Source: an optimization exercise on an open RTL-to-GDS flow (aim: a short achievable clock period and few clock cycles per item). Production flows keep margins and buffers that such runs may drop.
The RTL was checked by simulation tests, not by an equivalence proof against the original design.
Power is estimated from default activity; no workload was simulated.

### design/flow/design.v
package lsu_pkg;
  localparam int XLEN      = 32;
  localparam int SEL_W     = XLEN / 8;
  localparam int RAM_WORDS = 64;
  localparam int WB_ADR_W  = 6;
  typedef logic [XLEN-1:0] word_t;
  typedef enum logic [3:0] {
    op_alu,
    op_lb,
    op_lbu,
    op_lh,
    op_lhu,
    op_lw,
    op_sb,
    op_sh,
    op_sw
  } ls_op_e;
  typedef enum logic [1:0] {
    size_byte,
    size_half,
    size_word
  } ls_size_e;
  typedef enum logic {
    fwd_none,
    fwd_wb
  } fwd_sel_e;
  typedef struct packed {
    logic       valid;
    ls_op_e     op;
    word_t      addr;
    word_t      store_data;
    fwd_sel_e   fwd;
    logic [4:0] dest;
    logic       dest_valid;
  } mem_req_t;
  typedef struct packed {
    logic       valid;
    logic       load;
    logic       store;
    ls_size_e   size;
    logic       sext;
    logic [1:0] byte_idx;
    word_t      addr;
    word_t      wdata;
    logic [4:0] dest;
    logic       dest_valid;
    logic       fault;
  } ls_ctrl_t;
  typedef struct packed {
    logic                cyc;
    logic                stb;
    logic                we;
    logic [WB_ADR_W-1:0] adr;
    word_t               dat;
    logic [SEL_W-1:0]    sel;
  } wb_bus_t;
  typedef struct packed {
    word_t dat;
    logic  ack;
  } wb_rsp_t;
  typedef struct packed {
    logic       valid;
    logic [4:0] dest;
    logic       dest_valid;
    word_t      data;
    logic       fault;
  } wb_rec_t;
endpackage
`timescale 1ns/1ns
module ls_decode (
  input  logic              clock,
  input  logic              rst_n,
  input  lsu_pkg::mem_req_t req,
  input  lsu_pkg::word_t    fwd_data,
  input  logic              hold,
  output lsu_pkg::ls_ctrl_t ctrl
);
  lsu_pkg::ls_ctrl_t ctrl_q;
  lsu_pkg::ls_ctrl_t ctrl_d;
  logic              is_load;
  logic              is_store;
  logic              misaligned;
  always_comb begin
    is_load     = 1'b0;
    is_store    = 1'b0;
    ctrl_d.size = lsu_pkg::size_word;
    ctrl_d.sext = 1'b0;
    case (req.op)
      lsu_pkg::op_lb: begin
        is_load     = 1'b1;
        ctrl_d.size = lsu_pkg::size_byte;
        ctrl_d.sext = 1'b1;
      end
      lsu_pkg::op_lbu: begin
        is_load     = 1'b1;
        ctrl_d.size = lsu_pkg::size_byte;
      end
      lsu_pkg::op_lh: begin
        is_load     = 1'b1;
        ctrl_d.size = lsu_pkg::size_half;
        ctrl_d.sext = 1'b1;
      end
      lsu_pkg::op_lhu: begin
        is_load     = 1'b1;
        ctrl_d.size = lsu_pkg::size_half;
      end
      lsu_pkg::op_lw: is_load = 1'b1;
      lsu_pkg::op_sb: begin
        is_store    = 1'b1;
        ctrl_d.size = lsu_pkg::size_byte;
      end
      lsu_pkg::op_sh: begin
        is_store    = 1'b1;
        ctrl_d.size = lsu_pkg::size_half;
      end
      lsu_pkg::op_sw: is_store = 1'b1;
      default: ;
    endcase
    misaligned = (ctrl_d.size == lsu_pkg::size_half && req.addr[0]) ||
                 (ctrl_d.size == lsu_pkg::size_word && req.addr[1:0] != 2'b00);
    ctrl_d.fault      = (is_load || is_store) && misaligned;
    ctrl_d.load       = is_load && !misaligned;
    ctrl_d.store      = is_store && !misaligned;
    ctrl_d.valid      = req.valid;
    ctrl_d.byte_idx   = req.addr[1:0];
    ctrl_d.addr       = req.addr;
    ctrl_d.wdata      = (req.fwd == lsu_pkg::fwd_wb) ? fwd_data : req.store_data;
    ctrl_d.dest       = req.dest;
    ctrl_d.dest_valid = req.dest_valid && !ctrl_d.fault;
  end
  always_ff @(posedge clock) begin
    if (!rst_n) begin
      ctrl_q.valid <= 1'b0;
    end else if (!hold) begin
      ctrl_q <= ctrl_d;
    end
  end
  assign ctrl = ctrl_q;
endmodule
`timescale 1ns/1ns
module ls_execute (
  input  logic              clock,
  input  logic              rst_n,
  input  lsu_pkg::ls_ctrl_t ctrl,
  output lsu_pkg::wb_bus_t  bus,
  input  lsu_pkg::wb_rsp_t  rsp,
  output logic              done,
  output logic              stall
);
  typedef enum logic {
    idle,
    wait_ack
  } state_e;
  state_e                      state;
  lsu_pkg::wb_bus_t            bus_q;
  logic                        mem_op;
  logic                        start;
  logic [4:0]                  lane_bit;
  lsu_pkg::word_t              lane_dat;
  logic [lsu_pkg::SEL_W-1:0]   lane_sel;
  assign mem_op = ctrl.valid && (ctrl.load || ctrl.store);
  assign start  = (state == idle) && mem_op;
  always_comb begin
    lane_bit = {ctrl.byte_idx, 3'b000};
    lane_dat = ctrl.wdata;
    lane_sel = '1;
    case (ctrl.size)
      lsu_pkg::size_byte: begin
        lane_dat                                = '0;
        lane_dat[lsu_pkg::XLEN-1-lane_bit -: 8] = ctrl.wdata[7:0];
        lane_sel                                = 4'b1000 >> ctrl.byte_idx;
      end
      lsu_pkg::size_half: begin
        lane_dat                                 = '0;
        lane_dat[lsu_pkg::XLEN-1-lane_bit -: 16] = ctrl.wdata[15:0];
        lane_sel                                 = 4'b1100 >> ctrl.byte_idx;
      end
      default: ;
    endcase
  end
  always_ff @(posedge clock) begin
    if (!rst_n) begin
      state     <= idle;
      bus_q.cyc <= 1'b0;
      bus_q.stb <= 1'b0;
      bus_q.we  <= 1'b0;
    end else begin
      case (state)
        idle: begin
          if (start) begin
            state     <= wait_ack;
            bus_q.cyc <= 1'b1;
            bus_q.stb <= 1'b1;
            bus_q.we  <= ctrl.store;
            bus_q.adr <= ctrl.addr[lsu_pkg::WB_ADR_W+1:2];
            bus_q.dat <= lane_dat;
            bus_q.sel <= lane_sel;
          end
        end
        wait_ack: begin
          if (rsp.ack) begin
            state     <= idle;
            bus_q.cyc <= 1'b0;
            bus_q.stb <= 1'b0;
            bus_q.we  <= 1'b0;
          end
        end
        default: state <= idle;
      endcase
    end
  end
  assign bus  = bus_q;
  assign done = (state == wait_ack) && rsp.ack;
  assign stall = mem_op && !done;
endmodule
`timescale 1ns/1ns
module ls_result (
  input  logic              clock,
  input  logic              rst_n,
  input  lsu_pkg::ls_ctrl_t ctrl,
  input  logic              done,
  input  lsu_pkg::word_t    rdata,
  output lsu_pkg::wb_rec_t  wb
);
  lsu_pkg::wb_rec_t rec_q;
  lsu_pkg::wb_rec_t rec_d;
  lsu_pkg::word_t   load_val;
  logic [4:0]       lane_bit;
  logic [7:0]       lane_b;
  logic [15:0]      lane_h;
  logic             capture;
  always_comb begin
    lane_bit = {ctrl.byte_idx, 3'b000};
    lane_b   = rdata[lsu_pkg::XLEN-1-lane_bit -: 8];
    lane_h   = rdata[lsu_pkg::XLEN-1-lane_bit -: 16];
    case (ctrl.size)
      lsu_pkg::size_byte: load_val = {{24{ctrl.sext & lane_b[7]}}, lane_b};
      lsu_pkg::size_half: load_val = {{16{ctrl.sext & lane_h[15]}}, lane_h};
      default:            load_val = rdata;
    endcase
  end
  always_comb begin
    rec_d.valid      = 1'b1;
    rec_d.dest       = ctrl.dest;
    rec_d.dest_valid = ctrl.dest_valid && !ctrl.store;
    rec_d.data       = ctrl.load ? load_val : ctrl.addr;
    rec_d.fault      = ctrl.fault;
  end
  assign capture = ctrl.valid && ((ctrl.load || ctrl.store) ? done : 1'b1);
  always_ff @(posedge clock) begin
    if (!rst_n) begin
      rec_q.valid <= 1'b0;
    end else if (capture) begin
      rec_q <= rec_d;
    end else begin
      rec_q.valid <= 1'b0;
    end
  end
  assign wb = rec_q;
endmodule
`timescale 1ns/1ns
module data_ram #(
  parameter int unsigned WAIT_STATES = 1
) (
  input  logic             clock,
  input  logic             rst_n,
  input  lsu_pkg::wb_bus_t bus,
  output lsu_pkg::wb_rsp_t rsp
);
  lsu_pkg::word_t mem [lsu_pkg::RAM_WORDS];
  logic [31:0]    wait_cnt;
  logic           ack;
  always_ff @(posedge clock) begin
    if (!rst_n || !bus.stb || ack) begin
      wait_cnt <= '0;
    end else begin
      wait_cnt <= wait_cnt + 32'd1;
    end
  end
  assign ack = bus.cyc && bus.stb && (wait_cnt == WAIT_STATES);
  always_ff @(posedge clock) begin
    if (ack && bus.we) begin
      for (int i = 0; i < lsu_pkg::SEL_W; i++) begin
        if (bus.sel[i]) begin
          mem[bus.adr][i*8 +: 8] <= bus.dat[i*8 +: 8];
        end
      end
    end
  end
  assign rsp.dat = mem[bus.adr];
  assign rsp.ack = ack;
endmodule
`timescale 1ns/1ns
module lsu_top #(
  parameter int unsigned WAIT_STATES = 1
) (
  input  logic              clock,
  input  logic              rst_n,
  input  lsu_pkg::mem_req_t req,
  input  lsu_pkg::word_t    fwd_data,
  output logic              stall,
  output lsu_pkg::wb_rec_t  wb
);
  lsu_pkg::ls_ctrl_t ctrl;
  lsu_pkg::wb_bus_t  bus;
  lsu_pkg::wb_rsp_t  rsp;
  logic              done;
  ls_decode i_decode (
    .clock    (clock),
    .rst_n    (rst_n),
    .req      (req),
    .fwd_data (fwd_data),
    .hold     (stall),
    .ctrl     (ctrl)
  );
  ls_execute i_execute (
    .clock (clock),
    .rst_n (rst_n),
    .ctrl  (ctrl),
    .bus   (bus),
    .rsp   (rsp),
    .done  (done),
    .stall (stall)
  );
  ls_result i_result (
    .clock (clock),
    .rst_n (rst_n),
    .ctrl  (ctrl),
    .done  (done),
    .rdata (rsp.dat),
    .wb    (wb)
  );
  data_ram #(
    .WAIT_STATES (WAIT_STATES)
  ) i_ram (
    .clock (clock),
    .rst_n (rst_n),
    .bus   (bus),
    .rsp   (rsp)
  );
endmodule
`timescale 1ns/1ns
module lsu (
  input  logic        clock,
  input  logic        rst_n,
  input  logic        req_valid,
  input  logic [3:0]  req_op,
  input  logic [31:0] req_addr,
  input  logic [31:0] req_store_data,
  input  logic        req_fwd,
  input  logic [4:0]  req_dest,
  input  logic        req_dest_valid,
  input  logic [31:0] fwd_data,
  output logic        stall,
  output logic        wb_valid,
  output logic [4:0]  wb_dest,
  output logic        wb_dest_valid,
  output logic [31:0] wb_data,
  output logic        wb_fault
);
  lsu_pkg::mem_req_t req;
  lsu_pkg::wb_rec_t  wb;
  always_comb begin
    req.valid      = req_valid;
    req.op         = lsu_pkg::ls_op_e'(req_op);
    req.addr       = req_addr;
    req.store_data = req_store_data;
    req.fwd        = lsu_pkg::fwd_sel_e'(req_fwd);
    req.dest       = req_dest;
    req.dest_valid = req_dest_valid;
  end
  lsu_top #(
    .WAIT_STATES (1)
  ) i_lsu (
    .clock    (clock),
    .rst_n    (rst_n),
    .req      (req),
    .fwd_data (fwd_data),
    .stall    (stall),
    .wb       (wb)
  );
  assign wb_valid      = wb.valid;
  assign wb_dest       = wb.dest;
  assign wb_dest_valid = wb.dest_valid;
  assign wb_data       = wb.data;
  assign wb_fault      = wb.fault;
endmodule
### design/flow/run.sh
#!/bin/bash
# synth_recipe.tcl (not shown) runs the flow's synth.tcl, then flattens the netlist and writes it again
# the make line also repeats each setting of config.mk as NAME=value (left out here)
make -C /OpenROAD-flow-scripts/flow DESIGN_CONFIG=/design/flow/config.mk WORK_HOME=/design/flow/orfs CLKGATE_MAP_FILE= SYNTH_SCRIPT=/design/flow/synth_recipe.tcl finish
### design/flow/config.mk
export PLATFORM = sky130hd
export DESIGN_NAME = lsu
export DESIGN_NICKNAME = lsu
export VERILOG_FILES = /design/flow/design.v
export SDC_FILE = /design/flow/constraint.sdc
export NUM_CORES = 4
export LEC_CHECK = 0
export CAP_MARGIN = 20
export CORE_MARGIN = 2
export CORE_UTILIZATION = 40
export SLEW_MARGIN = 20
export SYNTH_MEMORY_MAX_BITS = 16384
### design/flow/constraint.sdc
create_clock -name core_clock -period 6.0 [get_ports {clock}]
set_input_delay 1.2000 -clock core_clock [delete_from_list [all_inputs] [get_ports {clock}]]
set_output_delay 1.2000 -clock core_clock [all_outputs]
set_load 0.01 [all_outputs]
==> results.txt <==
Status
The flow ran to the end and the layout has no timing, DRC or antenna violations.

Setup path
In this design, the largest share of critical-path delay is due to compound AO/OA/AOI/OAI gates. The critical path arrival is 5.41 ns. On the worst path, the slowest cell contributes a delay of 0.79 ns. Counting cells, the worst reg-to-reg path comes to 9. The worst setup path is launched from a register. The slowest cell on the critical path is dfxtp_4. The signal on the critical path passes through buf_12 > buf_4 > mux4_2 > a22o_1 > o21ai_0 > nand3_1 > o21ai_0 > a2111oi_0 > a211o_1. The path type of the worst setup path is register to register. The maximum fanout along the worst path is 35. The worst endpoint required time is 6.62 ns. The endpoint of the worst register-to-register path is i_lsu.i_result.rec_q[5]. The nature of the critical path endpoint is a register. The cell that appears most often on the critical path is o21ai_0. The number of buffer and inverter instances along the worst setup path is 2. The worst-case register-to-register setup slack is 1.21 ns.

Clocking
The root buffer selected by CTS is clkbuf_16. In this run the deepest clock path goes through 3 buffers. TritonCTS built the clock tree. Buffers inserted to repair hold after CTS numbered 0. Clock tree synthesis inserted a total of 222 buffers.

The number of H-tree levels is 4. The clock insertion delay at the later pin of the skew report is 0.88 ns. Counting every sink on the clock net gives 2248. Post-CTS timing repair inserted 0 buffers for setup.

Post-CTS repair changed the size of 0 cells. The clock edge transition at the registers on the reported setup and hold paths is 0.06 ns.

Power
For this design the static power due to leakage is 31.8 nW. Across the VDD grid, the largest voltage drop is 267 µV. The total design power is 32.9 mW. The power per cell area is 324 nW/µm².

Synth
Of all flip-flops after synthesis, the portion carrying an async set or reset was 0%. Measured against the total synthesized area, the mux share comes to 14.1%. The xor and xnor area share after synthesis is 0.216%.

In this run, synthesis inferred 2205 flip-flops with an integrated enable. The primary flip-flop cell chosen by synthesis mapping is edfxtp_1. Synthesis produced 4692 cells. The simple-gate share of the synthesized area is 4.57%.

The area share of fa/ha/maj cells after synthesis is 0.126%. The synthesized netlist contains 89 unique library cells. Each instance of the synthesized netlist takes up on average 19.0 µm². The dominant combinational cell family by area after synthesis is multiplexers. The number of flip-flops and latches in the synthesized netlist is 2248. The synthesized netlist net count is 4811. The compound-gate portion of the synthesized area is 3.90%. The count of yosys warnings during synthesis is 5. The sequential cell area fraction in the yosys report is 75.1%. The post-synthesis cell area is 89300 µm².

Placement
Prior to clock tree synthesis, the placed netlist has a worst setup slack of 1.40 ns. The count of buffers added on input and output ports is 150. Counting tap cells, the placed design contains a total of 7716 instances. At the end of routability-driven placement, the weighted congestion stood at 0.930. Detailed placement finished with a half-perimeter wire length of 181000 µm.

Job
Max-cap violations in this run came to 0.

Route
The post-detailed-route DRC marker count is 0. Dividing the detail-routed wire length by the instance count gives 34.7 µm. The vias after detailed routing is 49700. The detailed-routing iteration count for the pre-antenna-repair pass is 10.

The mean number of vias per cell is 6.10. The initial DRC count is 8294. The detailed-route wire length is 283000 µm. The count of antenna-violating nets left after detailed routing is 0.

Global route
The total routing resource utilization after global routing is 24.5%. The number of global-route vias before repair is 47894. The initial antenna violation count is 22. The pin count of the biggest net entering global routing is 105. The first global-routing pass estimated 389000 µm of wire.

The total overflow left after global routing is 0.

Floorplanning
The count of pins on the block boundary is 151. The die outline area is 227000 µm². For this configuration, the core starts out at a cell density of 40.2%. The core region is 222000 µm². In this run the core area contains 173 standard-cell rows. The height of the die is 476 µm. In this run the horizontal extent of the chip is 476 µm.

Timing
The relative slew slack is 17.4%. The number of max-slew violations in the final report is 0. The highest attainable clock frequency is 209 MHz. The final hold violation count is 0. At the pin with the least slew margin, the transition time is 1.24 ns. The clock period minus final worst setup slack is 4.79 ns. The final setup TNS is 0 ns.

Setup repair after global routing left no endpoint under its margin. The least setup slack across all paths after layout is 1.21 ns. The period utilization is 79.8%. Between clock sinks in the finished design, the worst skew comes to 0.0340 ns. Setup violations remaining at the end of the flow were counted as 0.

Layout
The filler-free cell count of the finished design is 8151. The library cell used most frequently in the layout, excluding fill and tap cells, is edfxtp_1. Compared with the post-synthesis result, the final layout area differs by 13.7%. The library cells used most frequently in the layout, excluding fill and tap cells, are edfxtp_1 (2205), mux4_2 (426), nor2_1 (377). The count of filler cells inserted in the layout is 18924. The share of post-route cells with drive strength above 1 is 19.9%. The number of nets at the end of the flow is 5085.

Min path
Along the worst hold path, the cell count comes to 0. The classification of the worst-slack hold path is register to register. The worst hold path terminates at i_lsu.i_result.rec_q[36].

The launch point of the worst hold path is i_lsu.i_decode.ctrl_q[4].
[through the flow]
step	util, %	cell area (µm²)	hold slack (ns)
6_report	45.7	101000	0.414
5_1_grt	45.7	101000	0.430
4_1_cts	45.7	101000	0.413
3_5_place_dp	42.5	94400	0.405
3_3_place_gp	42.5	94300	0.400
2_1_floorplan	-	89300	0.400
[layout make-up]
class	count	area [µm²]	area share [%]
flip-flops and latches	2248	67100	66.1
repair buffers	317	2910	2.87
diodes	15	37.5	0.0370
clock inverters	140	1250	1.24
inverters	30	113	0.111
well taps	2975	3720	3.67
multi-input cells	2147	20500	20.2
clock buffers	279	5810	5.73
[flip-flops by register name (all words and copies together) (netlist names), named ones only]
register	cells
i_lsu.i_ram.wait_cnt	32
i_lsu.i_result.rec_q	40
i_lsu.i_decode.ctrl_q	77
i_lsu.i_execute.bus_q	44
i_lsu.i_ram.mem	2048
i_lsu.i_execute.state	1
[power by group]
| group | leakage (nW) | total, mW | internal, mW | switching [mW] |
|---|---|---|---|---|
| clock | 3.45 | 13.7 | 7.68 | 6.02 |
| sequential | 20.2 | 17.3 | 17.2 | 0.0897 |
| combinational | 8.08 | 1.89 | 0.656 | 1.24 |
| total | 31.8 | 32.9 | 25.5 | 7.34 |
[synth_stat cells (16+ instances only)]
library cell | count | share of area [%]
a31oi_1 | 24 | 0.17
o22ai_1 | 78 | 0.55
o21ai_0 | 58 | 0.33
or3_1 | 19 | 0.13
o221ai_1 | 36 | 0.35
inv_1 | 24 | 0.10
mux4_2 | 426 | 11
buf_1 | 16 | 0.067
nor3_1 | 44 | 0.25
buf_6 | 34 | 0.43
nand4_1 | 19 | 0.13
edfxtp_1 | 2205 | 74
a211oi_1 | 24 | 0.20
nor4_1 | 16 | 0.11
nand3_1 | 64 | 0.36
a22o_1 | 18 | 0.18
dfxtp_1 | 43 | 0.96
a22oi_1 | 65 | 0.55
nor2_1 | 385 | 1.6
clkbuf_1 | 104 | 0.44
mux2i_1 | 216 | 2.4
buf_4 | 52 | 0.44
a21oi_1 | 75 | 0.42
nor2b_1 | 33 | 0.23
nand2_1 | 227 | 0.95
mux2_2 | 70 | 0.88
buf_2 | 51 | 0.29
nand2b_1 | 16 | 0.11
[cell families (layout without fill, tap and decap cells)]
group | Yosys count | count (layout)
buffers and inverters | 297 | 766
and+or+nand+nor | 904 | 904
muxes | 714 | 714
adders and majority gates | 9 | 9
xor gates and xnor gates | 22 | 22
AOI/OAI and AO/OA | 498 | 498
other | 0 | 15
DFF | 2248 | 2248
[worst reg2reg max path: cells and delay by family (launching register included)]
family / cells / cell delay, ns
AO/OA/AOI/OAI: 5 / 1.73
buffers and inverters: 2 / 0.78
flip-flops: 1 / 0.79
multiplexers: 1 / 0.54
AND/OR/NAND/NOR: 1 / 0.70
[worst max-delay path by stage]
stage                               endpoint  slack [ns]  cells after the start
floorplan           i_lsu.i_decode.ctrl_q[0]        0.66                      2
global route         i_lsu.i_result.rec_q[5]        1.22                      9
detailed placement   i_lsu.i_result.rec_q[5]        1.40                      9
global placement     i_lsu.i_result.rec_q[5]        1.45                      9
CTS                  i_lsu.i_result.rec_q[5]        1.37                      9
finish               i_lsu.i_result.rec_q[5]        1.21                      9
[metal layers]
layer	part of all wire, %	GRT usage, %	vias up
met5	0.066	0	-
met4	5.7	12.6	16
met3	12	6.49	610
met2	44	35.5	3328
met1	39	34.1	26038
li1	-	-	19708
Testbench counts, summed over its fixed seeds: cycles 39,454, items 16,000.

==> afterwards: timing with drivers on the ports <==
The results above use ideal ports. As a check the final layout listed here was re-extracted and re-timed, cells and wires unchanged.
Step 1 (the two cells are an assumption about what drives the block):
set clk [get_ports {clock}]
set_driving_cell -lib_cell sky130_fd_sc_hd__clkbuf_16 $clk
set_driving_cell -lib_cell sky130_fd_sc_hd__buf_2 [delete_from_list [all_inputs] $clk]
Step 2 moves the port delays by t, midway between the first and last clock arrival at a register: inputs arrive t later, outputs are due t later. That takes back most of the time a late clock gives input paths.
Three values: no drivers, after step 1, after step 2; two values: the first two.
shift t [ns]: 0.955
setup WS [ns]: 1.210 / 1.210 / 1.210
worst setup path after step 2: register to register
latest minus earliest clock arrival (ns): 0.035 / 0.035
cell pins on the clock port's net: 1
After both steps setup and hold are still met in this run. The setup slack of this run moves by 0.000 ns with the drivers and by 0.000 ns with both steps.
